Background: an optimization exercise with open tools, aiming at small area. Do not read the settings as production practice.
At most, simulation tests tie the RTL to the original design; equivalence was not proved.
Only the layout flow was run in run 5; the RTL was not checked for function there.
No activity file was given, so power comes from the tool's default toggle rates.

`flow/flow/run.sh`:
```
#!/bin/bash
# Layout flow: the standard flow (standard.sh) with two changes made
# through ORFS's own knobs:
#  - clock tree synthesis without dummy loads, with larger sink clusters
#  - port buffers use the smallest buffer cell
set -e
cp standard.sh standard_sh.log
export CTS_ARGS="-sink_clustering_enable -repair_clock_nets -dont_use_dummy_load -sink_clustering_size 30 -sink_clustering_max_diameter 100 -buf_list sky130_fd_sc_hd__clkbuf_16"
export BUFFER_PORTS_ARGS="-buffer_cell sky130_fd_sc_hd__buf_1"
bash standard.sh > standard.log 2>&1
```
`flow/standard.sh`:
```
#!/bin/bash
# synth_recipe.tcl (not shown) runs the flow's synth.tcl, then flattens the netlist and writes it again
# the make line also repeats each setting of config.mk as NAME=value (left out here)
make -C /OpenROAD-flow-scripts/flow DESIGN_CONFIG=/design/flow/config.mk WORK_HOME=/design/flow/orfs CLKGATE_MAP_FILE= SYNTH_SCRIPT=/design/flow/synth_recipe.tcl "${@:-finish}"
```
`flow/config.mk`:
```
export PLATFORM = sky130hd
export DESIGN_NAME = lcd_ctrl_top
export DESIGN_NICKNAME = lcd_ctrl_top
export VERILOG_FILES = /design/flow/design.v
export SDC_FILE = /design/flow/constraint.sdc
export NUM_CORES = 4
export LEC_CHECK = 0
export CAP_MARGIN = 20
export CORE_MARGIN = 2
export CORE_UTILIZATION = 75
export SLEW_MARGIN = 20
export SYNTH_HIERARCHICAL = 1
export SYNTH_MINIMUM_KEEP_SIZE = 0
```
`flow/constraint.sdc`:
```
create_clock -name core_clock -period 20.0 [get_ports {clk}]
set_input_delay 4.0000 -clock core_clock [delete_from_list [all_inputs] [get_ports {clk}]]
set_output_delay 4.0000 -clock core_clock [all_outputs]
set_load 0.01 [all_outputs]
```
`flow/design.v`:
```
`timescale 1ns/10ps
`timescale 1ns/10ps
`timescale 1ns/10ps
`timescale 1ns/10ps
`timescale 1ns/10ps
`default_nettype none
module lcd_ctrl_top #(
    parameter int unsigned T_POWER      = 750000,   
    parameter int unsigned T_WAKE1      = 205000,
    parameter int unsigned T_WAKE2      = 500,
    parameter int unsigned T_CMD        = 2000,     
    parameter int unsigned T_CLEAR      = 82000,    
    parameter int unsigned T_E_PULSE    = 12,
    parameter int unsigned T_NIBBLE_GAP = 50
) (
    input  logic       clk,
    input  logic       rst,
    input  logic       wb_cyc,
    input  logic       wb_stb,
    input  logic       wb_we,
    input  logic [5:0] wb_adr,
    input  logic [7:0] wb_dat_w,
    output logic [7:0] wb_dat_r,
    output logic       wb_ack,
    output logic       lcd_e,
    output logic       lcd_rs,
    output logic [3:0] lcd_data
);
    typedef logic [19:0] cnt_t;
    localparam logic [2:0] P_LOW  = 3'd0;   
    localparam logic [2:0] P_E1   = 3'd1;   
    localparam logic [2:0] P_GAP  = 3'd2;
    localparam logic [2:0] P_E2   = 3'd3;   
    localparam logic [2:0] P_POST = 3'd4;   
    localparam logic [2:0] P_IDLE = 3'd5;
    localparam logic [2:0] P_RST  = 3'd6;   
    logic [2:0] ph;
    cnt_t       cnt;
    logic [4:0] idx;      
    logic       init;     
    logic       addr;     
    logic [3:0] nib;      
    logic [1:0] stat_q;   
    logic [7:0] text_buf [32];
    logic busy, ready, acc, wr_ok, start, tc, fetch;
    logic is_char, nib_only, clear_cmd, last;
    logic [4:0] rd_idx;
    logic [7:0] rd_byte;
    logic [3:0] cmd_hi, cmd_lo, rd_nib, chr_nib;
    assign busy  = (ph != P_IDLE);
    assign ready = !init;
    assign acc   = wb_cyc && wb_stb && !wb_ack;
    assign wr_ok = acc && wb_we && !busy;
    assign start = wr_ok && (wb_adr == 6'd32) && wb_dat_w[0];
    assign tc    = (cnt == '0);
    assign is_char   = !init && !addr;
    assign nib_only  = init && !idx[2];           
    assign clear_cmd = init && (idx == 5'd31);
    assign last      = is_char && (idx == 5'd31);
    always_comb begin
        cmd_hi = 4'h0;
        cmd_lo = 4'h0;
        if (!init) begin
            cmd_hi = idx[4] ? 4'hC : 4'h8;        
        end else begin
            case (idx[2:0])
                3'd0, 3'd1, 3'd2: cmd_hi = 4'h3;   
                3'd3:             cmd_hi = 4'h2;
                3'd4: begin cmd_hi = 4'h2; cmd_lo = 4'h8; end
                3'd5:             cmd_lo = 4'h6;
                3'd6:             cmd_lo = 4'hC;
                default:          cmd_lo = 4'h1;
            endcase
        end
    end
    assign fetch   = busy && !wb_ack;
    assign rd_idx  = fetch ? idx : wb_adr[4:0];
    assign rd_nib  = (ph == P_GAP) ? rd_byte[3:0] : rd_byte[7:4];
    assign chr_nib = wb_ack ? nib : rd_nib;
    logic [31:0] rd_sel;
    always_comb
        for (int i = 0; i < 32; i++) rd_sel[i] = (rd_idx == 5'(i));
    logic [255:0] buf_flat;
    always_comb
        for (int i = 0; i < 32; i++) buf_flat[8*i +: 8] = text_buf[i];
    lcd_rd_sel rd_sel_i (.sel(rd_sel), .buf_q(buf_flat), .q(rd_byte));
    always_comb begin
        if (!wb_adr[5])              wb_dat_r = rd_byte;
        else if (wb_adr == 6'd33)    wb_dat_r = {6'b0, stat_q};
        else                         wb_dat_r = 8'h00;
    end
    always_ff @(posedge clk) begin
        stat_q <= {ready, busy};
        if (!wb_ack && (ph == P_LOW || ph == P_GAP)) nib <= rd_nib;
    end
    logic [7:0] wr_data;
    assign wr_data = init ? 8'h20 : wb_dat_w;
    logic [31:0]  wr_en, wr_en_n;
    logic [255:0] buf_next;
    always_comb
        for (int i = 0; i < 32; i++) begin
            wr_en[i]   = init || (wr_ok && !wb_adr[5] && rd_sel[i]);
            wr_en_n[i] = !wr_en[i];
        end
    lcd_wr_sel wr_sel_i (.en(wr_en), .en_n(wr_en_n), .wd(wr_data), .buf_q(buf_flat),
                         .d(buf_next));
    always_ff @(posedge clk)
        for (int i = 0; i < 32; i++) text_buf[i] <= buf_next[8*i +: 8];
    always_ff @(posedge clk or posedge rst) begin
        if (rst) wb_ack <= 1'b0;
        else     wb_ack <= acc;
    end
    assign lcd_e = (ph == P_E1) || (ph == P_E2);
    logic       ld;        
    cnt_t       ld_val;
    logic [2:0] ph_nx;
    logic       step;      
    logic       rise;      
    always_comb begin
        ld     = 1'b0;
        ld_val = 'x;
        ph_nx  = ph;
        step   = 1'b0;
        rise   = 1'b0;
        case (ph)
            P_RST: begin
                ph_nx  = P_LOW;
                ld     = 1'b1;
                ld_val = cnt_t'(T_POWER);
            end
            P_LOW: if (tc) begin
                ph_nx  = P_E1;
                ld     = 1'b1;
                ld_val = cnt_t'(T_E_PULSE - 1);
                rise   = 1'b1;
            end
            P_E1: if (tc) begin
                ld = 1'b1;
                if (nib_only) begin
                    ph_nx = P_LOW;
                    step  = 1'b1;
                    case (idx[1:0])
                        2'd0:    ld_val = cnt_t'(T_WAKE1 + 2);
                        2'd1:    ld_val = cnt_t'(T_WAKE2 + 2);
                        default: ld_val = cnt_t'(T_CMD + 2);
                    endcase
                end else begin
                    ph_nx  = P_GAP;
                    ld_val = cnt_t'(T_NIBBLE_GAP - 1);
                end
            end
            P_GAP: if (tc) begin
                ph_nx  = P_E2;
                ld     = 1'b1;
                ld_val = cnt_t'(T_E_PULSE - 1);
                rise   = 1'b1;
            end
            P_E2: if (tc) begin
                ph_nx  = P_POST;
                ld     = 1'b1;
                ld_val = clear_cmd ? cnt_t'(T_CLEAR) : cnt_t'(T_CMD);
            end
            P_POST: if (tc) begin
                ph_nx  = last ? P_IDLE : P_LOW;
                ld     = 1'b1;
                ld_val = cnt_t'(1);
                step   = 1'b1;
            end
            P_IDLE: if (start) begin
                ph_nx  = P_LOW;
                ld     = 1'b1;
                ld_val = cnt_t'(2);
            end
            default: ph_nx = P_IDLE;
        endcase
    end
    always_ff @(posedge clk)
        cnt <= ld ? ld_val : cnt - 1'b1;
    always_ff @(posedge clk or posedge rst) begin
        if (rst) begin
            ph       <= P_RST;
            idx      <= 5'd24;
            init     <= 1'b1;
            addr     <= 1'b0;
            lcd_rs   <= 1'b0;
            lcd_data <= 4'h0;
        end else begin
            ph <= ph_nx;
            if (rise) begin
                lcd_rs   <= is_char;
                lcd_data <= is_char ? chr_nib : (ph == P_GAP ? cmd_lo : cmd_hi);
            end
            if (step) begin
                if (addr) begin
                    addr <= 1'b0;
                end else begin
                    idx  <= idx + 1'b1;
                    addr <= (idx[3:0] == 4'hF);
                    if (idx == 5'd31) init <= 1'b0;
                end
            end
        end
    end
endmodule
module lcd_rd_sel (
    input  logic [31:0]  sel,
    input  logic [255:0] buf_q,
    output logic [7:0]   q
);
    logic [10:0] grp_n [8];   
    for (genvar b = 0; b < 8; b++) begin : g_bit
        for (genvar g = 0; g < 11; g++) begin : g_grp
            localparam int I0 = 3 * g;
            localparam int N  = (g == 10) ? 2 : 3;
            logic [2:0] s3, d3;
            for (genvar k = 0; k < 3; k++) begin : g_k
                if (k < N) begin : g_on
                    assign s3[k] = sel[I0 + k];
                    assign d3[k] = buf_q[8 * (I0 + k) + b];
                end else begin : g_off
                    assign s3[k] = 1'b0;
                    assign d3[k] = 1'b0;
                end
            end
            lcd_sel3 u_sel3 (.s(s3), .d(d3), .y_n(grp_n[b][g]));
        end
        assign q[b] = ~&grp_n[b];
    end
endmodule
module lcd_sel3 (
    input  logic [2:0] s,
    input  logic [2:0] d,
    output logic       y_n
);
    assign y_n = ~|(s & d);
endmodule
module lcd_wr_sel (
    input  logic [31:0]  en,
    input  logic [31:0]  en_n,
    input  logic [7:0]   wd,
    input  logic [255:0] buf_q,
    output logic [255:0] d
);
    always_comb
        for (int i = 0; i < 32; i++)
            d[8*i +: 8] = ({8{en[i]}} & wd) | ({8{en_n[i]}} & buf_q[8*i +: 8]);
endmodule
`default_nettype wire
```
==> PnR_summary.wiki, run 1 <==
{| class="wikitable"
! Metric !! Value
|-
| Run status || complete, no violations
|-
| Via density per instance || roughly 7.8
|-
| Number of buffers on the longest clock path || 3
|-
| Setup TNS Final || 0 ns
|-
| Floorplan die height || 133 um
|-
| Maximum number of pins on one net before global-route repair || 57
|-
| Family with the most delay on the worst path || simple AND/OR/NAND/NOR gates
|-
| Commonest cells after routing, fill and taps aside || sky130_fd_sc_hd__dfxtp_1, sky130_fd_sc_hd__a22o_1, sky130_fd_sc_hd__a222oi_1
|-
| Wire length of the first global-routing pass || about 54 mm
|-
| Final ANT Viol Nets || 0
|-
| WS Path Type || primary input to output pin
|-
| Number of buffers added for setup after CTS || 0
|-
| Critical path data arrival time || roughly 6.9 ns
|-
| Number of failing setup endpoints in the final timing report || 0
|-
| Number of flip-flops and latches in the synthesized netlist || 298
|-
| Static Leakage || 0.00531 uW
|-
| Initial antenna violation count || 2
|-
| Cell with the largest stage delay on the worst path || sky130_fd_sc_hd__o21a_1
|-
| Core outline area || 0.0164 mm2
|-
| PostCTS Resize Cnt || 0
|-
| CTS hold repair buffers || 0
|-
| Cell area after synthesis || around 0.012 mm2
|-
| Maximum fanout count along the critical path || 14
|-
| Full die area || approximately 0.018 mm2
|-
| Ys flop type || sky130_fd_sc_hd__dfxtp_1
|-
| Clock skew after layout || 0.0223 ns
|-
| I/O pin cnt || 34
|-
| Max stage delay on crit path || ~0.56 ns
|-
| Buffers plus inverters on the worst setup path || 2
|-
| Cell Pwr Density || 93.7 mW/mm2
|-
| Number of maximum-capacitance constraint violations || 0
|-
| Ordered list of cells on the worst path || buf_1 > nand2b_1 > o21a_1 > nor3_1 > a222oi_1 > nand4_1 > or3_1 > nor2b_1 > buf_1
|-
| Final-report max-slew violation count || 0
|-
| Warnings from Yosys || 11
|-
| Number of nets in the final layout || around 1.2k
|-
| Number of global-route vias before repair || approximately 9.6k
|-
| Total grt overflow || 0
|-
| Average footprint of a synthesized cell || 10.6 um2
|-
| Max transition margin || 19.9%
|-
| Die X-Extent || 133 um
|-
| Transition time of the tightest slew-check pin || 1.19 ns
|-
| Number of buffers inserted during clock tree synthesis || 13
|-
| Register area share after synthesis || 49.1%
|-
| Fin crit share || 54.3%
|-
| CTS tree || done
|-
| Gate Count Post-Synth || 1172
|-
| H-tree depth || 1
|-
| Vias after detailed routing || between 10k and 15k
|-
| Gr usage total || around two fifths
|-
| Kind of path behind the tightest hold check || register to register
|-
| Aggregate routed wire length || 34.4 mm
|-
| Cell type with the highest occurrence count on the critical path || sky130_fd_sc_hd__buf_1
|-
| Overall power consumption || 1190 uW
|-
| Share of flip-flops with an asynchronous set or reset || about 5.4%
|-
| Required time of the critical path || between 15 and 20 ns
|-
| Tmin final || 10.87 ns
|-
| Starting DRC count in detailed routing || 1864
|-
| Type of element launching the critical path || primary input
|-
| Clock sinks || 298
|-
| Share of post-route cells with drive strength above 1 || 6.84%
|-
| RD Place Congestion || 0.984
|-
| Clock latency on the worst-skew pair || 0.50 ns
|-
| Number of synthesized flops with an enable pin || 4
|-
| Starting density of the core || 75.7%
|-
| Highest clock rate || 92.0 MHz
|-
| Area overhead of the layout relative to synthesis || 2.22%
|-
| Most common library cell in the layout ignoring fill and taps || sky130_fd_sc_hd__dfxtp_1
|-
| Type of destination of the critical path || output pin
|-
| Number of different library cells in the post-synthesis netlist || 67
|-
| RSZ-0062 raised after global routing || false
|-
| Final number of hold-violating endpoints || 0
|-
| Number of buffer cells added on primary ports || 33
|-
| Final HPWL DP || 23.4 mm
|-
| Root buffer cell || sky130_fd_sc_hd__clkbuf_16
|-
| Clock slew at the register clock pins of the worst setup and hold paths || 0.11 ns
|-
| DR pass1 iterations || 7
|-
| Post-detailed-route DRC marker count || 0
|-
| Count of standard-cell rows || 47
|-
| Routed length per instance || 25.6 um
|-
| VDD IR max || 0.111 mV
|}
## Yosys cell counts, types with 3 or more instances
library cell,n,area share (%)
sky130_fd_sc_hd__dfstp_2,5,1.1
sky130_fd_sc_hd__nor3_1,20,0.81
sky130_fd_sc_hd__mux2_2,9,0.82
sky130_fd_sc_hd__or2_2,3,0.15
sky130_fd_sc_hd__ha_1,8,0.81
sky130_fd_sc_hd__clkbuf_1,20,0.60
sky130_fd_sc_hd__or3_1,11,0.55
sky130_fd_sc_hd__nor2_1,39,1.2
sky130_fd_sc_hd__o41ai_1,4,0.28
sky130_fd_sc_hd__a22o_1,254,18
sky130_fd_sc_hd__edfxtp_1,4,0.97
sky130_fd_sc_hd__clkbuf_2,5,0.20
sky130_fd_sc_hd__a21o_1,8,0.48
sky130_fd_sc_hd__nor4_1,13,0.66
sky130_fd_sc_hd__or4_1,4,0.24
sky130_fd_sc_hd__xor2_1,4,0.28
sky130_fd_sc_hd__and3_1,8,0.40
sky130_fd_sc_hd__buf_1,56,1.7
sky130_fd_sc_hd__a21oi_1,47,1.9
sky130_fd_sc_hd__nand4_1,22,1.1
sky130_fd_sc_hd__mux2i_1,12,0.97
sky130_fd_sc_hd__inv_1,13,0.39
sky130_fd_sc_hd__o22ai_1,6,0.30
sky130_fd_sc_hd__buf_2,16,0.65
sky130_fd_sc_hd__nand2_1,25,0.76
sky130_fd_sc_hd__nor2b_1,17,0.86
sky130_fd_sc_hd__nand2b_1,6,0.30
sky130_fd_sc_hd__xnor2_1,13,0.92
sky130_fd_sc_hd__dfxtp_1,278,45
sky130_fd_sc_hd__a222oi_1,88,7.1
sky130_fd_sc_hd__buf_6,27,2.4
sky130_fd_sc_hd__o21ai_0,42,1.7
sky130_fd_sc_hd__nand3_1,25,1.0
sky130_fd_sc_hd__o21a_1,3,0.18
sky130_fd_sc_hd__nor3b_1,4,0.24
sky130_fd_sc_hd__or3b_2,4,0.28
sky130_fd_sc_hd__a21boi_0,3,0.18
sky130_fd_sc_hd__dfrtp_1,11,2.2
## modules after synthesis, one instance, submodules excluded
module	flops+latches	cells inside	cell area [um2]
lcd_ctrl_top	298	707	8570
lcd_rd_sel	0	33	194
lcd_sel3	0	1	10.0
lcd_wr_sel	0	344	2770
## path summary, 6_finish.rpt
check / from / to / slack (ns) / cells after the start
setup / recovery: wb_adr[0] / wb_dat_r[3] / 9.13 / 9
hold / removal: text_buf[29][7] / text_buf[29][7] / 0.48 / 1
setup reg to reg: ph[2] / lcd_data[3] / 14.98 / 15
hold reg to reg: text_buf[29][7] / text_buf[29][7] / 0.48 / 1
max in group asynchronous: rst / idx[0] / 16.09 / 2
min in group asynchronous: rst / lcd_data[0] / 3.52 / 2
## registers in the layout (all words and copies together) (netlist names)
register  cells
cnt          20
ph            3
addr          1
wb_ack        1
text_buf    256
nib           4
init          1
idx           5
stat_q        2
lcd_rs        1
lcd_data      4
## logic make-up after synthesis
group / Yosys count / synth area share, %
AO/OA/AOI/OAI: 472 / 31.2
flip-flops: 298 / 49.1
AND/OR/NAND/NOR: 212 / 9.40
buffers and inverters: 139 / 6.05
multiplexers: 25 / 2.20
XOR/XNOR: 17 / 1.20
adder cells (fa/ha/maj): 8 / 0.806
other: 1 / 0.0302
## layout make-up
cell class	count	area, um2
multi-input cells	750	5690
inverters	15	56.3
flip-flops and latches	298	6090
fillers	1123	3720
clock buffers	13	325
diodes	1	2.50
repair buffers	49	244
well taps	220	275
## stage by stage
stage	util (%)	hold slack, ns	cell area (um2)	std cells	setup slack, ns
3_5_place_dp	75.2	0.454	12300	1332	9.27
3_3_place_gp	75.2	0.451	12300	1332	9.35
4_1_cts	77.1	0.485	12700	1345	9.27
6_report	77.3	0.480	12700	1346	9.13
2_1_floorplan	-	0.438	12500	1187	10.01
5_1_grt	77.3	0.498	12700	1345	8.96
## metal layers
metal | wire length, um | part of all wire, % | global-route usage (%)
met3 | 4070 | 12 | 8.31
met5 | 53 | 0.15 | 2.22
met4 | 1390 | 4.1 | 14.5
met2 | 14700 | 43 | 56.4
met1 | 14200 | 41 | 56.5
## power by group
part	leakage [uW]	internal (uW)	total [uW]	switching, uW
clock	0.000160	118	296	177
combinational	0.00261	82.3	185	103
sequential	0.00254	655	707	52.0
## worst register-to-register path: cells and delay by family, from the launching register on
kind	cells	cell delay, ns
flip-flops	1	0.77
multiplexers	3	0.77
AO/OA/AOI/OAI	3	1.27
buffers and inverters	2	0.32
AND/OR/NAND/NOR	7	1.79
==> run 2: changes to the inputs <==
==> flow/flow/run.sh (replaced) <==
#!/bin/bash
# Layout flow: the standard flow (standard.sh) with two changes made
# through ORFS's own knobs:
#  - clock tree synthesis without dummy loads, with larger sink clusters
#  - port buffers use the smallest buffer cell
set -e
cp standard.sh standard_sh.log
export CTS_ARGS="-sink_clustering_enable -repair_clock_nets -dont_use_dummy_load -sink_clustering_size 16 -sink_clustering_max_diameter 60 -buf_list sky130_fd_sc_hd__clkbuf_8"
export BUFFER_PORTS_ARGS="-buffer_cell sky130_fd_sc_hd__buf_1"
bash standard.sh > standard.log 2>&1
==> run 2 against run 1 <==
- still clean on timing, DRC and antenna
- first-iteration DRC count increased by 8.9%
- utilization fell by 0.14 points
- synthesized area stayed put
- clock power down 3%
- via count decreased by 0.50%
- fmax shrank 0.77%
- global-route usage is essentially flat
- clock skew up 0.035 ns
- critical path type unchanged
- critical endpoint is now wb_dat_r[7]
- largest power group unchanged
==> PnR_summary.wiki, run 2 <==
{| class="wikitable"
! Metric !! Value
|-
| Largest cells by area after synthesis || sky130_fd_sc_hd__dfxtp_1, sky130_fd_sc_hd__a22o_1, sky130_fd_sc_hd__a222oi_1, sky130_fd_sc_hd__buf_6, sky130_fd_sc_hd__dfrtp_1 (unchanged)
|-
| Most area-hungry cell type in the Yosys netlist || sky130_fd_sc_hd__dfxtp_1 (unchanged)
|-
| PostCTS Resize Cnt || 0 (unchanged)
|-
| Via density per instance || 7.66 (was 7.75)
|-
| Number of failing setup endpoints in the final timing report || 0 (unchanged)
|-
| Clock skew after layout || 0.0571 ns (was 0.0223 ns)
|-
| Number of different library cells in the post-synthesis netlist || 67 (unchanged)
|-
| Ys flop type || sky130_fd_sc_hd__dfxtp_1 (unchanged)
|-
| Root buffer cell || sky130_fd_sc_hd__clkbuf_8 (was sky130_fd_sc_hd__clkbuf_16)
|-
| Total cell area at the placement stage || 0.0123 mm2 (unchanged)
|-
| CTS hold repair buffers || 0 (unchanged)
|-
| VDD IR max || 0.0665 mV (was 0.111 mV)
|-
| Highest clock rate || 91.3 MHz (was 92.0 MHz)
|-
| Number of buffers on the longest clock path || 3 (unchanged)
|-
| I/O pin cnt || 34 (unchanged)
|-
| Number of buffers inserted during clock tree synthesis || 23 (was 13)
|-
| Internal reg-to-reg setup slack || 14.98 ns (about the same)
|-
| Share of flip-flops with an asynchronous set or reset || 5.37% (unchanged)
|-
| Area of all sequential standard cells || 0.00609 mm2 (unchanged)
|-
| Required time of the critical path || 16.00 ns (about the same)
|-
| Register area share after synthesis || 49.1% (unchanged)
|-
| Final ANT Viol Nets || 0 (unchanged)
|-
| Wire length of the first global-routing pass || 54.6 mm (was 54.5 mm)
|-
| Final-report max-slew violation count || 0 (unchanged)
|-
| Post-detailed-route DRC marker count || 0 (unchanged)
|-
| Number of synthesized flops with an enable pin || 4 (unchanged)
|-
| Static Leakage || 0.00532 uW (was 0.00531 uW)
|-
| Total grt overflow || 0 (unchanged)
|-
| Number of buffer cells added on primary ports || 33 (unchanged)
|-
| Die X-Extent || 133 um (unchanged)
|-
| Count of standard-cell rows || 47 (unchanged)
|-
| RSZ-0062 raised after global routing || false (unchanged)
|-
| Gr usage total || 38.7% (about the same)
|-
| RD Place Congestion || 0.984 (unchanged)
|-
| Hold Crit Depth || 1 (unchanged)
|-
| Setup TNS Final || 0 ns (unchanged)
|-
| Worst min-delay path startpoint || text_buf[25][7] (was text_buf[29][7])
|-
| Clock slew at the register clock pins of the worst setup and hold paths || 0.07 ns (was 0.11 ns)
|-
| Worst R2R Path Depth || 15 (unchanged)
|-
| Share of post-route cells with drive strength above 1 || 7.67% (was 6.84%)
|-
| Final number of hold-violating endpoints || 0 (unchanged)
|-
| Transition time of the tightest slew-check pin || 1.23 ns (was 1.19 ns)
|-
| Aggregate routed wire length || 34.4 mm (about the same)
|-
| Number of nets in the final layout || 1164 (was 1154)
|-
| Total of fill cells in the finished design || 1134 (was 1123)
|-
| Critical path data arrival time || 6.95 ns (was 6.87 ns)
|-
| Type of element launching the critical path || primary input (unchanged)
|-
| Tmin final || 10.95 ns (was 10.87 ns)
|-
| Finished Cell Area || 0.0127 mm2 (about the same)
|-
| Top cells by count, synth || sky130_fd_sc_hd__dfxtp_1, sky130_fd_sc_hd__a22o_1, sky130_fd_sc_hd__a222oi_1 (unchanged)
|-
| Initial antenna violation count || 1 (was 2)
|-
| Commonest cells after routing, fill and taps aside || sky130_fd_sc_hd__dfxtp_1, sky130_fd_sc_hd__a22o_1, sky130_fd_sc_hd__a222oi_1 (unchanged)
|-
| Number of maximum-capacitance constraint violations || 0 (unchanged)
|-
| Largest registers || text_buf x256, cnt x20, idx x5 (unchanged)
|-
| Number of buffers added for setup after CTS || 0 (unchanged)
|-
| Max FFs per register || 256 (unchanged)
|-
| Starting DRC count in detailed routing || 2029 (was 1864)
|-
| Maximum fanout count along the critical path || 14 (unchanged)
|-
| Startpoint of the worst register-to-register path || ph[2] (unchanged)
|-
| Clock latency on the worst-skew pair || 0.57 ns (was 0.50 ns)
|-
| Cell area after synthesis || 0.0124 mm2 (unchanged)
|-
| Routed length per instance || 25.4 um (was 25.6 um)
|-
| WS Path Type || primary input to output pin (unchanged)
|-
| Floorplan die height || 133 um (unchanged)
|-
| Cell Pwr Density || 93.1 mW/mm2 (was 93.7 mW/mm2)
|-
| Vias after detailed routing || 10.4k (about the same)
|-
| Multi-input combinational cell area || 0.00568 mm2 (was 0.00569 mm2)
|-
| Core outline area || 0.0164 mm2 (unchanged)
|-
| Non-filler cells, final || 1355 (was 1346)
|-
| Number of flip-flops and latches in the synthesized netlist || 298 (unchanged)
|-
| Most frequently used cell type in the post-synthesis netlist || sky130_fd_sc_hd__dfxtp_1 (unchanged)
|-
| Worst Hold End || text_buf[25][7] (was text_buf[29][7])
|-
| Run status || complete, no violations (unchanged)
|-
| Overall power consumption || 1180 uW (was 1190 uW)
|-
| DR pass1 iterations || 8 (was 7)
|-
| Antenna diode count || 0 (was 1)
|-
| Number of global-route vias before repair || 9557 (was 9578)
|-
| Fin crit share || 54.8% (was 54.3%)
|-
| Placed cells || 1332 (unchanged)
|-
| Average footprint of a synthesized cell || 10.6 um2 (unchanged)
|-
| Final HPWL DP || 23.4 mm (unchanged)
|-
| Kind of path behind the tightest hold check || register to register (unchanged)
|-
| Register containing the most flip-flops in the final layout || text_buf (unchanged)
|-
| Area overhead of the layout relative to synthesis || 2.04% (was 2.22%)
|-
| Full die area || 0.0176 mm2 (unchanged)
|-
| H-tree depth || 1 (unchanged)
|-
| Most common library cell in the layout ignoring fill and taps || sky130_fd_sc_hd__dfxtp_1 (unchanged)
|-
| Clock sinks || 298 (unchanged)
|-
| Maximum number of pins on one net before global-route repair || 57 (unchanged)
|-
| Type of destination of the critical path || output pin (unchanged)
|-
| Starting density of the core || 75.7% (unchanged)
|-
| Gate Count Post-Synth || 1172 (unchanged)
|-
| Capture instance of the worst register-to-register path || lcd_data[3] (unchanged)
|-
| Warnings from Yosys || 11 (unchanged)
|-
| CTS tree || done (unchanged)
|-
| Area share of the largest cell type after synthesis || 44.8% (unchanged)
|-
| Max transition margin || 17.7% (was 19.9%)
|}
run 2: cell counts after synthesis:
Identical to the previous run, type by type.
run 2: modules after synthesis, one instance, submodules excluded:
module        flip-flops and latches  copies in the design  cell area [um2]  cells inside
lcd_ctrl_top                     298                     1             8570           707
lcd_wr_sel                         0                     1             2770           344
lcd_rd_sel                         0                     1              194            33
lcd_sel3                           0                    88             10.0             1
run 2: stage by stage:
step / hold slack (ns) / util, % / setup slack [ns]
after global routing: 0.496 / 77.2 / 9.00
after detailed placement: 0.454 / 75.2 / 9.27
after floorplan: 0.438 / - / 10.01
after CTS: 0.481 / 77.1 / 9.27
after global placement: 0.451 / 75.2 / 9.35
final: 0.481 / 77.2 / 9.05
run 2: kinds of logic (layout without fill, tap and decap cells):
family	count (synthesis)	count (layout)	share of synthesized area (%)
AO/OA/AOI/OAI	472	472	31.2
XOR/XNOR	17	17	1.20
adder cells (fa/ha/maj)	8	8	0.806
buffers and inverters	139	87	6.05
flip-flops	298	298	49.1
multiplexers	25	25	2.20
other	1	16	0.0302
AND/OR/NAND/NOR	212	212	9.40
run 2: worst max path at each step:
stage | from | endpoint | slack, ns | cells past startpoint
after global routing | wb_adr[0] | wb_dat_r[0] | 9.00 | 10
after CTS | wb_adr[0] | wb_dat_r[0] | 9.27 | 10
after detailed placement | wb_adr[0] | wb_dat_r[0] | 9.27 | 10
final | wb_adr[1] | wb_dat_r[7] | 9.05 | 9
after global placement | wb_adr[0] | wb_dat_r[0] | 9.35 | 12
after floorplan | wb_adr[2] | wb_dat_r[1] | 10.01 | 9
run 2: area by class of cell:
type                            instances  area share (%)
Sequential cell                       298            48.1
Timing Repair Buffer                   49            1.93
Clock buffer                           23            2.50
Tap cell                              220            2.17
Multi-Input combinational cell        750            44.9
Inverter                               15           0.444
run 2: critical path, stage by stage:
cell and delay (ns):
sky130_fd_sc_hd__buf_1 0.18, sky130_fd_sc_hd__nand2b_1 0.16, sky130_fd_sc_hd__o21a_1 0.53, sky130_fd_sc_hd__nor2_1 0.31
sky130_fd_sc_hd__a222oi_1 0.64, sky130_fd_sc_hd__nand4_1 0.32, sky130_fd_sc_hd__or3_1 0.49, sky130_fd_sc_hd__nor2b_1 0.15
sky130_fd_sc_hd__buf_1 0.15
run 2: per-layer routing:
metal	GRT usage (%)	share of wire (%)	wire length, um
met4	13.1	3.9	1330
met3	8.43	12	4170
met5	0	0	0
met2	57.0	43	14600
met1	56.8	41	14200
run 2: report_power, final:
part	switching, uW	internal, uW
Sequential	51.9	655
Combinational	104	82.1
Clock	183	103
==> run 3: changes to the inputs <==
==> flow/run.sh (new file) <==
#!/bin/bash
# synth_recipe.tcl (not shown) runs the flow's synth.tcl, then flattens the netlist and writes it again
# the make line also repeats each setting of config.mk as NAME=value (left out here)
make -C /OpenROAD-flow-scripts/flow DESIGN_CONFIG=/design/flow/config.mk WORK_HOME=/design/flow/orfs CLKGATE_MAP_FILE= SYNTH_SCRIPT=/design/flow/synth_recipe.tcl finish
--- a/flow/config.mk
+++ b/flow/config.mk
@@ -8,6 +8,7 @@
 export CAP_MARGIN = 20
 export CORE_MARGIN = 2
 export CORE_UTILIZATION = 75
+export CTS_BUF_LIST = sky130_fd_sc_hd__clkbuf_4
 export SLEW_MARGIN = 20
 export SYNTH_HIERARCHICAL = 1
 export SYNTH_MINIMUM_KEEP_SIZE = 0
removed: flow/flow/run.sh
removed: flow/standard.sh
==> run 3 against run 2 <==
- utilization grew 4.8 points
- cell area grew 6.2%
- fmax shrank 8.8%
- register-to-register slack lost 0.04 ns
- power grew 20%
- critical endpoint is now wb_dat_r[1]
==> PnR_summary.wiki, run 3 <==
{| class="wikitable"
! Metric !! Value
|-
| Post-synthesis simple-gate area fraction || 9.40% (unchanged)
|-
| Share of post-route cells with drive strength above 1 || 13.9% (was 7.67%)
|-
| Internal reg-to-reg setup slack || 14.94 ns (was 14.98 ns)
|-
| Worst min-delay path startpoint || text_buf[29][7] (was text_buf[25][7])
|-
| RSZ-0062 raised after global routing || false (unchanged)
|-
| Non-filler cells, final || 1449 (was 1355)
|-
| Area share of the largest cell type after synthesis || 44.8% (unchanged)
|-
| Vias after detailed routing || 11.0k (was 10.4k)
|-
| Worst R2R Path Depth || 15 (unchanged)
|-
| Tmin final || 12.01 ns (was 10.95 ns)
|-
| RD Place Congestion || 1.06 (was 0.984)
|-
| Wire length of the first global-routing pass || 57.4 mm (was 54.6 mm)
|-
| Number of buffers on the longest clock path || 3 (unchanged)
|-
| Number of failing setup endpoints in the final timing report || 0 (unchanged)
|-
| Final ANT Viol Nets || 0 (unchanged)
|-
| VDD IR max || 0.0863 mV (was 0.0665 mV)
|-
| Dominant combinational cell family by area after synthesis || compound AO/OA/AOI/OAI gates (unchanged)
|-
| Number of maximum-capacitance constraint violations || 0 (unchanged)
|-
| Kind of path behind the tightest hold check || register to register (unchanged)
|-
| Xor and xnor area share after synthesis || 1.20% (unchanged)
|-
| Overall power consumption || 1420 uW (was 1180 uW)
|-
| Number of buffer cells added on primary ports || 33 (unchanged)
|-
| Root buffer cell || sky130_fd_sc_hd__clkbuf_4 (was sky130_fd_sc_hd__clkbuf_8)
|-
| Most area-hungry cell type in the Yosys netlist || sky130_fd_sc_hd__dfxtp_1 (unchanged)
|-
| Initial antenna violation count || 1 (unchanged)
|-
| Via density per instance || 7.56 (was 7.66)
|-
| Final HPWL DP || 23.7 mm (was 23.4 mm)
|-
| Static Leakage || 0.00577 uW (was 0.00532 uW)
|-
| Ys flop type || sky130_fd_sc_hd__dfxtp_1 (unchanged)
|-
| Gate Count Post-Synth || 1172 (unchanged)
|-
| Number of different library cells in the post-synthesis netlist || 67 (unchanged)
|-
| Number of buffers inserted during clock tree synthesis || 74 (was 23)
|-
| PostCTS Resize Cnt || 0 (unchanged)
|-
| Final-report max-slew violation count || 0 (unchanged)
|-
| Number of synthesized flops with an enable pin || 4 (unchanged)
|-
| Finished Cell Area || 0.0135 mm2 (was 0.0127 mm2)
|-
| Final number of hold-violating endpoints || 0 (unchanged)
|-
| Clock skew after layout || 0.0389 ns (was 0.0571 ns)
|-
| Type of destination of the critical path || output pin (unchanged)
|-
| Clock sinks || 298 (unchanged)
|-
| Transition time of the tightest slew-check pin || 1.18 ns (was 1.23 ns)
|-
| Share of flip-flops with an asynchronous set or reset || 5.37% (unchanged)
|-
| Cell area after synthesis || 0.0124 mm2 (unchanged)
|-
| Number of global-route vias before repair || 10.2k (was 9557)
|-
| Number of flip-flops and latches in the synthesized netlist || 298 (unchanged)
|-
| Total grt overflow || 0 (unchanged)
|-
| Largest registers || text_buf x256, cnt x20, idx x5 (unchanged)
|-
| Max transition margin || 20.3% (was 17.7%)
|-
| WS Path Type || primary input to output pin (unchanged)
|-
| Die X-Extent || 133 um (unchanged)
|-
| Hold Crit Depth || 1 (unchanged)
|-
| H-tree depth || 3 (was 1)
|-
| Fraction of the core area covered by cells at the end of the flow || 82.0% (was 77.2%)
|-
| Most frequently used cell type in the post-synthesis netlist || sky130_fd_sc_hd__dfxtp_1 (unchanged)
|-
| CTS tree || done (unchanged)
|-
| Setup TNS Final || 0 ns (unchanged)
|-
| Register area share after synthesis || 49.1% (unchanged)
|-
| Starting density of the core || 75.7% (unchanged)
|-
| Largest cells by area after synthesis || sky130_fd_sc_hd__dfxtp_1, sky130_fd_sc_hd__a22o_1, sky130_fd_sc_hd__a222oi_1, sky130_fd_sc_hd__buf_6, sky130_fd_sc_hd__dfrtp_1 (unchanged)
|-
| I/O pin cnt || 34 (unchanged)
|-
| Compound-gate portion of the synthesized area || 31.2% (unchanged)
|-
| Type of element launching the critical path || primary input (unchanged)
|-
| Placed cells || 1329 (was 1332)
|-
| Register containing the most flip-flops in the final layout || text_buf (unchanged)
|-
| Top cells by count, synth || sky130_fd_sc_hd__dfxtp_1, sky130_fd_sc_hd__a22o_1, sky130_fd_sc_hd__a222oi_1 (unchanged)
|-
| Clock slew at the register clock pins of the worst setup and hold paths || 0.05 ns (was 0.07 ns)
|-
| Cell Pwr Density || 105 mW/mm2 (was 93.1 mW/mm2)
|-
| Required time of the critical path || 16.00 ns (about the same)
|-
| Aggregate routed wire length || 36.7 mm (was 34.4 mm)
|-
| Capture instance of the worst register-to-register path || lcd_data[2] (was lcd_data[3])
|-
| Maximum number of pins on one net before global-route repair || 57 (unchanged)
|-
| Floorplan die height || 133 um (unchanged)
|-
| Critical path data arrival time || 8.01 ns (was 6.95 ns)
|-
| Total cell area at the placement stage || 0.0125 mm2 (was 0.0123 mm2)
|-
| Number of buffers added for setup after CTS || 0 (unchanged)
|-
| Number of nets in the final layout || 1213 (was 1164)
|-
| Average footprint of a synthesized cell || 10.6 um2 (unchanged)
|-
| Gr usage total || 41.3% (was 38.7%)
|-
| Count of standard-cell rows || 47 (unchanged)
|-
| Run status || complete, no violations (unchanged)
|-
| DR pass1 iterations || 10 (was 8)
|-
| Fin crit share || 60.0% (was 54.8%)
|-
| Routed length per instance || 25.3 um (was 25.4 um)
|-
| Commonest cells after routing, fill and taps aside || sky130_fd_sc_hd__dfxtp_1, sky130_fd_sc_hd__a22o_1, sky130_fd_sc_hd__clkbuf_4 (was sky130_fd_sc_hd__dfxtp_1, sky130_fd_sc_hd__a22o_1, sky130_fd_sc_hd__a222oi_1)
|-
| Clock latency on the worst-skew pair || 0.70 ns (was 0.57 ns)
|-
| Post-detailed-route DRC marker count || 0 (unchanged)
|-
| Mux share of post-synthesis cell area || 2.20% (unchanged)
|-
| Warnings from Yosys || 11 (unchanged)
|-
| Max FFs per register || 256 (unchanged)
|-
| Startpoint of the worst register-to-register path || ph[2] (unchanged)
|-
| Full die area || 0.0176 mm2 (unchanged)
|-
| Most common library cell in the layout ignoring fill and taps || sky130_fd_sc_hd__dfxtp_1 (unchanged)
|-
| CTS hold repair buffers || 0 (unchanged)
|-
| Maximum fanout count along the critical path || 11 (was 14)
|-
| Core outline area || 0.0164 mm2 (unchanged)
|-
| Highest clock rate || 83.3 MHz (was 91.3 MHz)
|-
| Area overhead of the layout relative to synthesis || 8.36% (was 2.04%)
|-
| Starting DRC count in detailed routing || 2071 (was 2029)
|-
| Synth Area in Adders || 0.806% (unchanged)
|-
| Worst Hold End || text_buf[29][7] (was text_buf[25][7])
|}
==> run 3: worst max-delay path by stage <==
stage | end | slack, ns | depth (start not counted) | from
after floorplan | wb_dat_r[1] | 10.01 | 9 | wb_adr[2]
after global placement | wb_dat_r[1] | 8.40 | 11 | wb_adr[0]
after detailed placement | wb_dat_r[1] | 8.31 | 11 | wb_adr[0]
after CTS | wb_dat_r[1] | 8.30 | 11 | wb_adr[0]
after global routing | wb_dat_r[3] | 7.88 | 10 | wb_adr[0]
final | wb_dat_r[1] | 7.99 | 11 | wb_adr[0]
==> run 3: power by group <==
| group | switching [uW] | internal (uW) | leakage, uW |
|---|---|---|---|
| registers | 52.5 | 656 | 0.00254 |
| clock network | 238 | 274 | 0.000539 |
| logic | 107 | 90.2 | 0.00269 |
==> run 3: layer usage <==
layer | GRT usage (%) | vias to the layer above | wire (um)
met3 | 11.4 | 161 | 5000
met5 | 0 | - | 0
met2 | 61.9 | 899 | 15900
met1 | 56.0 | 5182 | 14100
met4 | 18.9 | 0 | 1690
li1 | - | 4718 | -
==> run 3: final cells by class <==
cell class	instances	area [um2]
Clock buffer	103	773
Timing Repair Buffer	47	433
Multi-Input combinational cell	750	5680
Tap cell	220	275
Sequential cell	298	6090
Fill cell	1012	2960
Inverter	15	56.3
Antenna cell	1	2.50
Clock inverter	15	139
==> run 3: stage by stage <==
stage               setup WS, ns  hold slack (ns)
floorplan                  10.01            0.438
global placement            8.40            0.451
detailed placement          8.31            0.454
CTS                         8.30            0.474
global route                7.88            0.489
finish                      7.99            0.475
==> run 3: modules after synthesis, one instance, submodules excluded <==
module / flops+latches / cell area, um2
lcd_rd_sel: 0 / 194
lcd_ctrl_top: 298 / 8570
lcd_wr_sel: 0 / 2770
lcd_sel3: 0 / 10.0
==> run 3: worst max-delay path, stage by stage <==
cell and delay [ns]:
sky130_fd_sc_hd__clkdlybuf4s50_1 0.65, sky130_fd_sc_hd__nand2_1 0.12, sky130_fd_sc_hd__mux2i_1 0.79, sky130_fd_sc_hd__nand2_1 0.28, sky130_fd_sc_hd__nor3_1 0.79, sky130_fd_sc_hd__a222oi_1 0.22
sky130_fd_sc_hd__nand4_1 0.17, sky130_fd_sc_hd__or3_1 0.23, sky130_fd_sc_hd__inv_1 0.06, sky130_fd_sc_hd__o21ai_0 0.13, sky130_fd_sc_hd__clkdlybuf4s50_1 0.56
==> run 3: cells by family (layout without fill, tap and decap cells) <==
| logic type | Yosys count | count (layout) |
|---|---|---|
| compound gates | 472 | 472 |
| xor+xnor | 17 | 17 |
| fa+ha+maj | 8 | 8 |
| buf+inv | 139 | 180 |
| flops | 298 | 298 |
| mux | 25 | 25 |
| other cells | 1 | 17 |
| simple gates | 212 | 212 |
==> run 4: changes to the inputs <==
--- a/flow/config.mk
+++ b/flow/config.mk
@@ -8,7 +8,7 @@
 export CAP_MARGIN = 20
 export CORE_MARGIN = 2
 export CORE_UTILIZATION = 75
-export CTS_BUF_LIST = sky130_fd_sc_hd__clkbuf_4
+export CTS_BUF_LIST = sky130_fd_sc_hd__clkbuf_8
 export SLEW_MARGIN = 20
 export SYNTH_HIERARCHICAL = 1
 export SYNTH_MINIMUM_KEEP_SIZE = 0
==> run 4 against run 3 <==
- combinational power barely moved
- sequential share of layout area hardly changed
- hold slack worse by 0.0027 ns
- sequential power about the same
- die area unchanged
- fmax rose by 0.82%
- critical path depth is the same
- first-iteration DRC count rose by 6.6%
- clock skew fell by 0.026 ns
- synthesized cell count unchanged
- non-clock buffer count shrank 1
- power decreased by 0.70%
==> PnR_summary.wiki, run 4 <==
{| class="wikitable"
! Metric !! Value
|-
| Synth Area in Adders || 0.806% (unchanged)
|-
| Final HPWL DP || 23.7 mm (unchanged)
|-
| Largest registers || text_buf x256, cnt x20, idx x5 (unchanged)
|-
| Area share of the largest cell type after synthesis || 44.8% (unchanged)
|-
| I/O pin cnt || 34 (unchanged)
|-
| H-tree depth || 2 (was 3)
|-
| Most common library cell in the layout ignoring fill and taps || sky130_fd_sc_hd__dfxtp_1 (unchanged)
|-
| Number of flip-flops and latches in the synthesized netlist || 298 (unchanged)
|-
| Share of post-route cells with drive strength above 1 || 10.9% (was 13.9%)
|-
| Full die area || 0.0176 mm2 (unchanged)
|-
| Compound-gate portion of the synthesized area || 31.2% (unchanged)
|-
| RSZ-0062 raised after global routing || false (unchanged)
|-
| Count of standard-cell rows || 47 (unchanged)
|-
| Number of buffer cells added on primary ports || 33 (unchanged)
|-
| Clock latency on the worst-skew pair || 0.57 ns (was 0.70 ns)
|-
| Placed cells || 1329 (unchanged)
|-
| Number of nets in the final layout || 1184 (was 1213)
|-
| Average footprint of a synthesized cell || 10.6 um2 (unchanged)
|-
| Area overhead of the layout relative to synthesis || 8.32% (was 8.36%)
|-
| Gr busiest metal || met2 (unchanged)
|-
| Root buffer cell || sky130_fd_sc_hd__clkbuf_8 (was sky130_fd_sc_hd__clkbuf_4)
|-
| Core outline area || 0.0164 mm2 (unchanged)
|-
| Largest cells by area after synthesis || sky130_fd_sc_hd__dfxtp_1, sky130_fd_sc_hd__a22o_1, sky130_fd_sc_hd__a222oi_1, sky130_fd_sc_hd__buf_6, sky130_fd_sc_hd__dfrtp_1 (unchanged)
|-
| Kind of path behind the tightest hold check || register to register (unchanged)
|-
| Routed length per instance || 25.7 um (was 25.3 um)
|-
| GRT met3 Usage || 8.93% (was 11.4%)
|-
| Most area-hungry cell type in the Yosys netlist || sky130_fd_sc_hd__dfxtp_1 (unchanged)
|-
| Number of global-route vias before repair || 10.0k (was 10.2k)
|-
| Number of buffers on the longest clock path || 3 (unchanged)
|-
| Maximum number of pins on one net before global-route repair || 57 (unchanged)
|-
| Total grt overflow || 0 (unchanged)
|-
| Worst R2R Path Depth || 15 (unchanged)
|-
| Final ANT Viol Nets || 0 (unchanged)
|-
| Gr usage total || 40.6% (was 41.3%)
|-
| Fin crit share || 59.6% (was 60.0%)
|-
| DR pass1 iterations || 12 (was 10)
|-
| Internal reg-to-reg setup slack || 15.12 ns (was 14.94 ns)
|-
| Run status || complete, no violations (unchanged)
|-
| Starting density of the core || 75.7% (unchanged)
|-
| Via density per instance || 7.59 (was 7.56)
|-
| Startpoint of the worst setup timing path || wb_adr[0] (unchanged)
|-
| WS Path Type || primary input to output pin (unchanged)
|-
| Tmin final || 11.91 ns (was 12.01 ns)
|-
| Global-route track usage on met2 || 61.0% (was 61.9%)
|-
| Type of destination of the critical path || output pin (unchanged)
|-
| Number of failing setup endpoints in the final timing report || 0 (unchanged)
|-
| Antenna diode count || 0 (was 1)
|-
| Highest clock rate || 84.0 MHz (was 83.3 MHz)
|-
| Starting DRC count in detailed routing || 2207 (was 2071)
|-
| Cell area after synthesis || 0.0124 mm2 (unchanged)
|-
| Clock slew at the register clock pins of the worst setup and hold paths || 0.05 ns (about the same)
|-
| VDD IR max || 0.0836 mV (was 0.0863 mV)
|-
| CTS hold repair buffers || 0 (unchanged)
|-
| Overall power consumption || 1410 uW (was 1420 uW)
|-
| Non-filler cells, final || 1410 (was 1449)
|-
| Initial antenna violation count || 0 (was 1)
|-
| Endpoint of the worst setup timing path || wb_dat_r[0] (was wb_dat_r[1])
|-
| Register area share after synthesis || 49.1% (unchanged)
|-
| Transition time of the tightest slew-check pin || 1.20 ns (was 1.18 ns)
|-
| Startpoint of the worst register-to-register path || ph[2] (unchanged)
|-
| PostCTS Resize Cnt || 0 (unchanged)
|-
| Wire length of the first global-routing pass || 56.8 mm (was 57.4 mm)
|-
| Maximum fanout count along the critical path || 11 (unchanged)
|-
| Post-detailed-route DRC marker count || 0 (unchanged)
|-
| Max FFs per register || 256 (unchanged)
|-
| Vias after detailed routing || 10.7k (was 11.0k)
|-
| Register containing the most flip-flops in the final layout || text_buf (unchanged)
|-
| Type of element launching the critical path || primary input (unchanged)
|-
| Aggregate routed wire length || 36.2 mm (was 36.7 mm)
|-
| Critical path data arrival time || 7.91 ns (was 8.01 ns)
|-
| Cell Pwr Density || 105 mW/mm2 (about the same)
|-
| Static Leakage || 0.00575 uW (was 0.00577 uW)
|-
| Total of fill cells in the finished design || 1010 (was 1012)
|-
| Post-synthesis simple-gate area fraction || 9.40% (unchanged)
|-
| Number of buffers added for setup after CTS || 0 (unchanged)
|-
| Warnings from Yosys || 11 (unchanged)
|-
| RD Place Congestion || 1.06 (unchanged)
|-
| Number of buffers inserted during clock tree synthesis || 46 (was 74)
|-
| Final-report max-slew violation count || 0 (unchanged)
|-
| Dominant combinational cell family by area after synthesis || compound AO/OA/AOI/OAI gates (unchanged)
|-
| CTS tree || done (unchanged)
|-
| Capture instance of the worst register-to-register path || lcd_data[3] (was lcd_data[2])
|-
| Setup TNS Final || 0 ns (unchanged)
|-
| Xor and xnor area share after synthesis || 1.20% (unchanged)
|-
| Most frequently used cell type in the post-synthesis netlist || sky130_fd_sc_hd__dfxtp_1 (unchanged)
|-
| Gate Count Post-Synth || 1172 (unchanged)
|-
| Clock skew after layout || 0.0124 ns (was 0.0389 ns)
|-
| Required time of the critical path || 16.00 ns (about the same)
|-
| Share of flip-flops with an asynchronous set or reset || 5.37% (unchanged)
|-
| Number of synthesized flops with an enable pin || 4 (unchanged)
|-
| Final number of hold-violating endpoints || 0 (unchanged)
|-
| Number of maximum-capacitance constraint violations || 0 (unchanged)
|-
| Worst min-delay path startpoint || text_buf[29][7] (unchanged)
|-
| Max transition margin || 19.2% (was 20.3%)
|-
| Floorplan die height || 133 um (unchanged)
|-
| Number of different library cells in the post-synthesis netlist || 67 (unchanged)
|-
| Die X-Extent || 133 um (unchanged)
|-
| Top cells by count, synth || sky130_fd_sc_hd__dfxtp_1, sky130_fd_sc_hd__a22o_1, sky130_fd_sc_hd__a222oi_1 (unchanged)
|-
| Mux share of post-synthesis cell area || 2.20% (unchanged)
|-
| Ys flop type || sky130_fd_sc_hd__dfxtp_1 (unchanged)
|-
| M1 GR Usage || 56.8% (was 56.0%)
|-
| Clock sinks || 298 (unchanged)
|-
| Commonest cells after routing, fill and taps aside || sky130_fd_sc_hd__dfxtp_1, sky130_fd_sc_hd__a22o_1, sky130_fd_sc_hd__a222oi_1 (was sky130_fd_sc_hd__dfxtp_1, sky130_fd_sc_hd__a22o_1, sky130_fd_sc_hd__clkbuf_4)
|}
[run 4: changes by cell type in the layout (fill, tap and decap cells not counted), sizes merged]
cell,before,now
clkbuf,104,59
diode,1,0
bufinv,3,0
clkinv,10,9
inv,16,27
[run 4: worst min-delay path by stage]
stage	endpoint	cells past startpoint
after floorplan	text_buf[0][7]	1
after CTS	text_buf[0][6]	1
after global placement	text_buf[18][7]	1
final	text_buf[29][7]	1
after global routing	text_buf[25][2]	1
after detailed placement	text_buf[24][6]	1
[run 4: cell type report]
type / count / area [um2] / area share, %
sequential: 298 / 6090 / 45.3
multi-input combinational: 750 / 5680 / 42.2
clock buffer: 59 / 812 / 6.04
timing repair buffer: 46 / 428 / 3.18
tap: 220 / 275 / 2.05
clock inverter: 22 / 104 / 0.772
inverter: 15 / 56.3 / 0.419
[run 4: logic make-up after synthesis]
logic type | after synthesis
AO/OA/AOI/OAI | 472
XOR/XNOR | 17
adder cells (fa/ha/maj) | 8
buffers and inverters | 139
flip-flops | 298
multiplexers | 25
other | 1
AND/OR/NAND/NOR | 212
[run 4: power by group]
group	switching [uW]	internal [uW]	total, uW
sequential	53.3	656	710
clock	237	265	502
combinational	107	90.2	197
[run 4: routing by layer]
layer	share of wire (%)	vias up	routed length (um)
li1	-	4624	-
met1	39	5054	14100
met2	44	871	15800
met4	4.5	0	1620
met5	0	-	0
met3	13	149	4730
[run 4: critical path, cell delays in order]
cell,delay (ns)
sky130_fd_sc_hd__clkdlybuf4s50_1,0.67
sky130_fd_sc_hd__nand2_1,0.12
sky130_fd_sc_hd__mux2i_1,0.75
sky130_fd_sc_hd__nand2_1,0.26
sky130_fd_sc_hd__nor3_1,0.76
sky130_fd_sc_hd__a222oi_1,0.23
sky130_fd_sc_hd__nand3_1,0.17
sky130_fd_sc_hd__or3_1,0.20
sky130_fd_sc_hd__inv_1,0.05
sky130_fd_sc_hd__o21ai_0,0.13
sky130_fd_sc_hd__clkdlybuf4s50_1,0.56
[run 4: through the flow]
stage,instance area [um2],setup WS (ns),hold slack (ns),util (%)
5_1_grt,13400,7.87,0.486,82.0
3_5_place_dp,12500,8.31,0.454,76.3
3_3_place_gp,12500,8.40,0.451,76.3
2_1_floorplan,12500,10.01,0.438,-
4_1_cts,13400,8.30,0.474,81.9
6_report,13400,8.09,0.472,82.0
[run 4: Yosys stat by module (local to each module, per instance)]
module | copies in the design | flops+latches | cell area, um2
lcd_sel3 | 88 | 0 | 10.0
lcd_rd_sel | 1 | 0 | 194
lcd_wr_sel | 1 | 0 | 2770
lcd_ctrl_top | 1 | 298 | 8570
==> run 5: changes to the inputs <==
--- a/flow/design.v
+++ b/flow/design.v
@@ -91,7 +91,7 @@
     end
     always_ff @(posedge clk) begin
         stat_q <= {ready, busy};
-        if (!wb_ack && (ph == P_LOW || ph == P_GAP)) nib <= rd_nib;
+        nib    <= rd_nib;
     end
     logic [7:0] wr_data;
     assign wr_data = init ? 8'h20 : wb_dat_w;
@@ -209,27 +209,31 @@
 );
     logic [10:0] grp_n [8];   
     for (genvar b = 0; b < 8; b++) begin : g_bit
-        for (genvar g = 0; g < 11; g++) begin : g_grp
-            localparam int I0 = 3 * g;
-            localparam int N  = (g == 10) ? 2 : 3;
-            logic [2:0] s3, d3;
-            for (genvar k = 0; k < 3; k++) begin : g_k
-                if (k < N) begin : g_on
-                    assign s3[k] = sel[I0 + k];
-                    assign d3[k] = buf_q[8 * (I0 + k) + b];
-                end else begin : g_off
-                    assign s3[k] = 1'b0;
-                    assign d3[k] = 1'b0;
-                end
-            end
-            lcd_sel3 u_sel3 (.s(s3), .d(d3), .y_n(grp_n[b][g]));
-        end
+        for (genvar g = 0; g < 10; g++) begin : g_grp
+            lcd_sel3 u_sel3 (
+                .s  (sel[3*g +: 3]),
+                .d  ({buf_q[8*(3*g+2) + b], buf_q[8*(3*g+1) + b], buf_q[8*(3*g) + b]}),
+                .y_n(grp_n[b][g])
+            );
+        end
+        lcd_sel2 u_sel2 (
+            .s  (sel[31:30]),
+            .d  ({buf_q[8*31 + b], buf_q[8*30 + b]}),
+            .y_n(grp_n[b][10])
+        );
         assign q[b] = ~&grp_n[b];
     end
 endmodule
 module lcd_sel3 (
     input  logic [2:0] s,
     input  logic [2:0] d,
+    output logic       y_n
+);
+    assign y_n = ~|(s & d);
+endmodule
+module lcd_sel2 (
+    input  logic [1:0] s,
+    input  logic [1:0] d,
     output logic       y_n
 );
     assign y_n = ~|(s & d);
==> flow/flow/run.sh (new file) <==
#!/bin/bash
# Layout flow: the standard flow (standard.sh) with two changes made
# through ORFS's own knobs:
#  - clock tree synthesis without dummy loads, with larger sink clusters
#  - port buffers use the smallest buffer cell
set -e
cp standard.sh standard_sh.log
export CTS_ARGS="-sink_clustering_enable -repair_clock_nets -dont_use_dummy_load -sink_clustering_size 16 -sink_clustering_max_diameter 60 -buf_list sky130_fd_sc_hd__clkbuf_8"
export BUFFER_PORTS_ARGS="-buffer_cell sky130_fd_sc_hd__buf_1"
bash standard.sh > standard.log 2>&1
==> flow/standard.sh (new file) <==
#!/bin/bash
# synth_recipe.tcl (not shown) runs the flow's synth.tcl, then flattens the netlist and writes it again
# the make line also repeats each setting of config.mk as NAME=value (left out here)
make -C /OpenROAD-flow-scripts/flow DESIGN_CONFIG=/design/flow/config.mk WORK_HOME=/design/flow/orfs CLKGATE_MAP_FILE= SYNTH_SCRIPT=/design/flow/synth_recipe.tcl "${@:-finish}"
==> flow/config.mk (replaced) <==
export PLATFORM = sky130hd
export DESIGN_NAME = lcd_ctrl_top
export DESIGN_NICKNAME = lcd_ctrl_top
export VERILOG_FILES = /design/flow/design.v
export SDC_FILE = /design/flow/constraint.sdc
export NUM_CORES = 4
export LEC_CHECK = 0
export CAP_MARGIN = 0
export CORE_MARGIN = 2
export CORE_UTILIZATION = 75
export SLEW_MARGIN = 0
export SYNTH_HIERARCHICAL = 1
export SYNTH_MINIMUM_KEEP_SIZE = 0
removed: flow/run.sh
==> run 5 against run 4 <==
- wire length is 5.6% lower
- clock power is 44% lower
- register-to-register slack improved by 0.17 ns
- power decreased by 35%
- cell area shrank 6.9%
- fmax is 8.6% higher
- sequential cell count unchanged
- critical path depth fell by 1
- largest power group unchanged
- utilization shrank 3.8 points
==> PnR_summary.wiki, run 5 <==
{| class="wikitable"
! Metric !! Value
|-
| Ys flop type || sky130_fd_sc_hd__dfxtp_1 (unchanged)
|-
| Largest cells by area after synthesis || sky130_fd_sc_hd__dfxtp_1, sky130_fd_sc_hd__a22o_1, sky130_fd_sc_hd__a222oi_1, sky130_fd_sc_hd__buf_6, sky130_fd_sc_hd__dfrtp_1 (unchanged)
|-
| Final-report max-slew violation count || 0 (unchanged)
|-
| GRT met3 Usage || 8.42% (was 8.93%)
|-
| Average footprint of a synthesized cell || 10.7 um2 (was 10.6 um2)
|-
| Type of destination of the critical path || output pin (unchanged)
|-
| Number of buffer cells added on primary ports || 33 (unchanged)
|-
| Total of fill cells in the finished design || 1106 (was 1010)
|-
| I/O pin cnt || 34 (unchanged)
|-
| Cell Pwr Density || 73.2 mW/mm2 (was 105 mW/mm2)
|-
| Core outline area || 0.0160 mm2 (was 0.0164 mm2)
|-
| Wire length of the first global-routing pass || 53.2 mm (was 56.8 mm)
|-
| Gr busiest metal || met2 (unchanged)
|-
| Setup TNS Final || 0 ns (unchanged)
|-
| Gate Count Post-Synth || 1154 (was 1172)
|-
| Max transition margin || 20.7% (was 19.2%)
|-
| Most frequently used cell type in the post-synthesis netlist || sky130_fd_sc_hd__dfxtp_1 (unchanged)
|-
| Clock slew at the register clock pins of the worst setup and hold paths || 0.10 ns (was 0.05 ns)
|-
| Kind of path behind the tightest hold check || register to register (unchanged)
|-
| Full die area || 0.0175 mm2 (was 0.0176 mm2)
|-
| PostCTS Resize Cnt || 0 (unchanged)
|-
| Starting density of the core || 77.2% (was 75.7%)
|-
| Fin crit share || 54.9% (was 59.6%)
|-
| Number of buffers on the longest clock path || 3 (unchanged)
|-
| Capture instance of the worst register-to-register path || lcd_data[3] (unchanged)
|-
| Routed length per instance || 25.8 um (was 25.7 um)
|-
| CTS tree || done (unchanged)
|-
| DR pass1 iterations || 8 (was 12)
|-
| Static Leakage || 0.00487 uW (was 0.00575 uW)
|-
| Share of flip-flops with an asynchronous set or reset || 5.37% (unchanged)
|-
| Type of element launching the critical path || primary input (unchanged)
|-
| Warnings from Yosys || 11 (unchanged)
|-
| Clock skew after layout || 0.0281 ns (was 0.0124 ns)
|-
| Clock latency on the worst-skew pair || 0.56 ns (was 0.57 ns)
|-
| Share of post-route cells with drive strength above 1 || 7.59% (was 10.9%)
|-
| Worst R2R Path Depth || 12 (was 15)
|-
| Final ANT Viol Nets || 0 (unchanged)
|-
| Cell area after synthesis || 0.0123 mm2 (was 0.0124 mm2)
|-
| Largest registers || text_buf x256, cnt x20, idx x5 (unchanged)
|-
| Commonest cells after routing, fill and taps aside || sky130_fd_sc_hd__dfxtp_1, sky130_fd_sc_hd__a22o_1, sky130_fd_sc_hd__a222oi_1 (unchanged)
|-
| Register containing the most flip-flops in the final layout || text_buf (unchanged)
|-
| Number of different library cells in the post-synthesis netlist || 66 (was 67)
|-
| Starting DRC count in detailed routing || 1879 (was 2207)
|-
| Initial antenna violation count || 1 (was 0)
|-
| Required time of the critical path || 16.00 ns (about the same)
|-
| Critical path data arrival time || 6.97 ns (was 7.91 ns)
|-
| Startpoint of the worst setup timing path || wb_adr[2] (was wb_adr[0])
|-
| Maximum number of pins on one net before global-route repair || 82 (was 57)
|-
| Floorplan die height || 132 um (was 133 um)
|-
| CTS hold repair buffers || 0 (unchanged)
|-
| Highest clock rate || 91.1 MHz (was 84.0 MHz)
|-
| Area overhead of the layout relative to synthesis || 1.34% (was 8.32%)
|-
| Final HPWL DP || 22.9 mm (was 23.7 mm)
|-
| Number of maximum-capacitance constraint violations || 0 (unchanged)
|-
| VDD IR max || 0.0625 mV (was 0.0836 mV)
|-
| WS Path Type || primary input to output pin (unchanged)
|-
| RSZ-0062 raised after global routing || false (unchanged)
|-
| Number of flip-flops and latches in the synthesized netlist || 298 (unchanged)
|-
| Root buffer cell || sky130_fd_sc_hd__clkbuf_8 (unchanged)
|-
| Register area share after synthesis || 49.0% (was 49.1%)
|-
| Count of standard-cell rows || 46 (was 47)
|-
| Post-Place Setup Slack || 9.20 ns (was 8.31 ns)
|-
| Gr usage total || 38.1% (was 40.6%)
|-
| Worst min-delay path startpoint || cnt[11] (was text_buf[29][7])
|-
| H-tree depth || 1 (was 2)
|-
| RD Place Congestion || 1.03 (was 1.06)
|-
| Tmin final || 10.97 ns (was 11.91 ns)
|-
| Via density per instance || 7.60 (was 7.59)
|-
| Run status || complete, no violations (unchanged)
|-
| Internal reg-to-reg setup slack || 15.29 ns (was 15.12 ns)
|-
| Hold Crit Depth || 2 (was 1)
|-
| Clock sinks || 298 (unchanged)
|-
| Max FFs per register || 256 (unchanged)
|-
| Post-layout worst setup margin || 9.03 ns (was 8.09 ns)
|-
| Vias after detailed routing || 10.1k (was 10.7k)
|-
| Maximum fanout count along the critical path || 8 (was 11)
|-
| Startpoint of the worst register-to-register path || ph[0] (was ph[2])
|-
| Transition time of the tightest slew-check pin || 1.18 ns (was 1.20 ns)
|-
| Die X-Extent || 132 um (was 133 um)
|-
| Number of nets in the final layout || 1135 (was 1184)
|-
| M1 GR Usage || 55.1% (was 56.8%)
|-
| Number of global-route vias before repair || 9270 (was 10.0k)
|-
| Post-detailed-route DRC marker count || 0 (unchanged)
|-
| Global-route track usage on met2 || 56.8% (was 61.0%)
|-
| Most area-hungry cell type in the Yosys netlist || sky130_fd_sc_hd__dfxtp_1 (unchanged)
|-
| Worst Hold End || cnt[11] (was text_buf[29][7])
|-
| Area share of the largest cell type after synthesis || 45.7% (was 44.8%)
|-
| Total grt overflow || 0 (unchanged)
|-
| Top cells by count, synth || sky130_fd_sc_hd__dfxtp_1, sky130_fd_sc_hd__a22o_1, sky130_fd_sc_hd__a222oi_1 (unchanged)
|-
| Antenna diode count || 0 (unchanged)
|-
| Number of failing setup endpoints in the final timing report || 0 (unchanged)
|-
| Final number of hold-violating endpoints || 0 (unchanged)
|-
| Number of buffers added for setup after CTS || 0 (unchanged)
|-
| Number of buffers inserted during clock tree synthesis || 22 (was 46)
|-
| Number of synthesized flops with an enable pin || 0 (was 4)
|-
| Most common library cell in the layout ignoring fill and taps || sky130_fd_sc_hd__dfxtp_1 (unchanged)
|-
| Aggregate routed wire length || 34.2 mm (was 36.2 mm)
|}
run 5: final cells by class:
cell class                 count  area, um2  area share [%]
timing repair buffer          46        221            1.77
inverter                      12       45.0           0.360
tap                          216        270            2.16
multi-input combinational    728       5620            44.9
clock buffer                  22        303            2.42
sequential                   298       6050            48.4
run 5: critical path, stage by stage:
cell and delay (ns):
sky130_fd_sc_hd__buf_1 0.10, sky130_fd_sc_hd__mux2i_1 0.55, sky130_fd_sc_hd__nand2_1 0.23, sky130_fd_sc_hd__nor3_1 0.86, sky130_fd_sc_hd__a222oi_1 0.27, sky130_fd_sc_hd__nand4_1 0.24
sky130_fd_sc_hd__or3_1 0.26, sky130_fd_sc_hd__inv_1 0.05, sky130_fd_sc_hd__o21ai_0 0.22, sky130_fd_sc_hd__buf_1 0.18
run 5: worst max path at each step:
stage,end,slack (ns),cells after the start
2_1_floorplan,wb_dat_r[1],10.22,8
6_report,wb_dat_r[1],9.03,10
3_5_place_dp,wb_dat_r[4],9.20,10
4_1_cts,wb_dat_r[4],9.20,10
5_1_grt,wb_dat_r[1],8.91,10
3_3_place_gp,wb_dat_r[0],9.20,11
run 5: power by group:
part | internal [uW] | total, uW | switching [uW]
Clock | 99.1 | 279 | 179
Combinational | 9.49 | 36.3 | 26.8
Sequential | 597 | 601 | 3.94
Total | 706 | 916 | 210
run 5: per-stage QoR:
| stage | util (%) | area (um2) | std cells | power (uW) | hold WS (ns) |
|---|---|---|---|---|---|
| 2_1_floorplan | - | 12300 | 1154 | 640 | 0.434 |
| 3_3_place_gp | 76.3 | 12200 | 1300 | 649 | 0.448 |
| 3_5_place_dp | 76.3 | 12200 | 1300 | 650 | 0.451 |
| 4_1_cts | 78.2 | 12500 | 1322 | 915 | 0.465 |
| 5_1_grt | 78.2 | 12500 | 1322 | 941 | 0.494 |
| 6_report | 78.2 | 12500 | 1322 | 916 | 0.465 |
run 5: logic make-up after synthesis:
logic type      synth area share, %
xor+xnor                       1.35
buf+inv                        5.60
simple gates                   9.04
flops                          49.0
mux                            2.35
fa+ha+maj                     0.811
compound gates                 31.8
run 5: Yosys stat by module (local to each module, per instance):
module,times used,flip-flops and latches,area [um2],cells
lcd_ctrl_top,1,298,8490,690
lcd_wr_sel,1,0,2770,344
lcd_sel2,8,0,12.5,1
lcd_rd_sel,1,0,190,32
lcd_sel3,80,0,10.0,1
run 5: per-layer routing:
| metal | share of wire [%] | vias to the layer above |
|---|---|---|
| met2 | 43 | 716 |
| met4 | 3.5 | 0 |
| met3 | 12 | 86 |
| met1 | 41 | 4789 |
| li1 | - | 4462 |
| met5 | 0 | - |

-- what the ideal ports hide --
No port has a modelled driver above. Below, the same layouts with a new extraction and two added sets of constraints.
Step 1: set_driving_cell puts a clkbuf_16 on clk and a buf_2 on each other input, an assumption about the parent block.
Step 2, shift: input delay + t, output delay - t, t = (earliest + latest rising clock arrival at the registers) / 2. This alone moves slack from input paths to output paths.
Slacks: ideal ports / drivers / drivers and shift; pairs: ideal ports / drivers.
run | t, ns | setup WS [ns] | slew at the worst register clock pin (ns)
run 1 | 0.534 | 9.135 / 9.103 / 9.103 | 0.12 / 0.12
run 2 | 0.590 | 9.050 / 8.993 / 8.993 | 0.11 / 0.11
run 3 | 0.724 | 7.990 / 7.967 / 7.967 | 0.08 / 0.08
run 4 | 0.610 | 8.088 / 8.065 / 8.065 | 0.07 / 0.07
run 5 | 0.585 | 9.028 / 8.990 / 8.990 | 0.11 / 0.11
After both steps setup and hold are still met in every run listed. The setup slack of run 2, which loses most, moves by -0.057 ns with the drivers and by -0.057 ns with both steps.
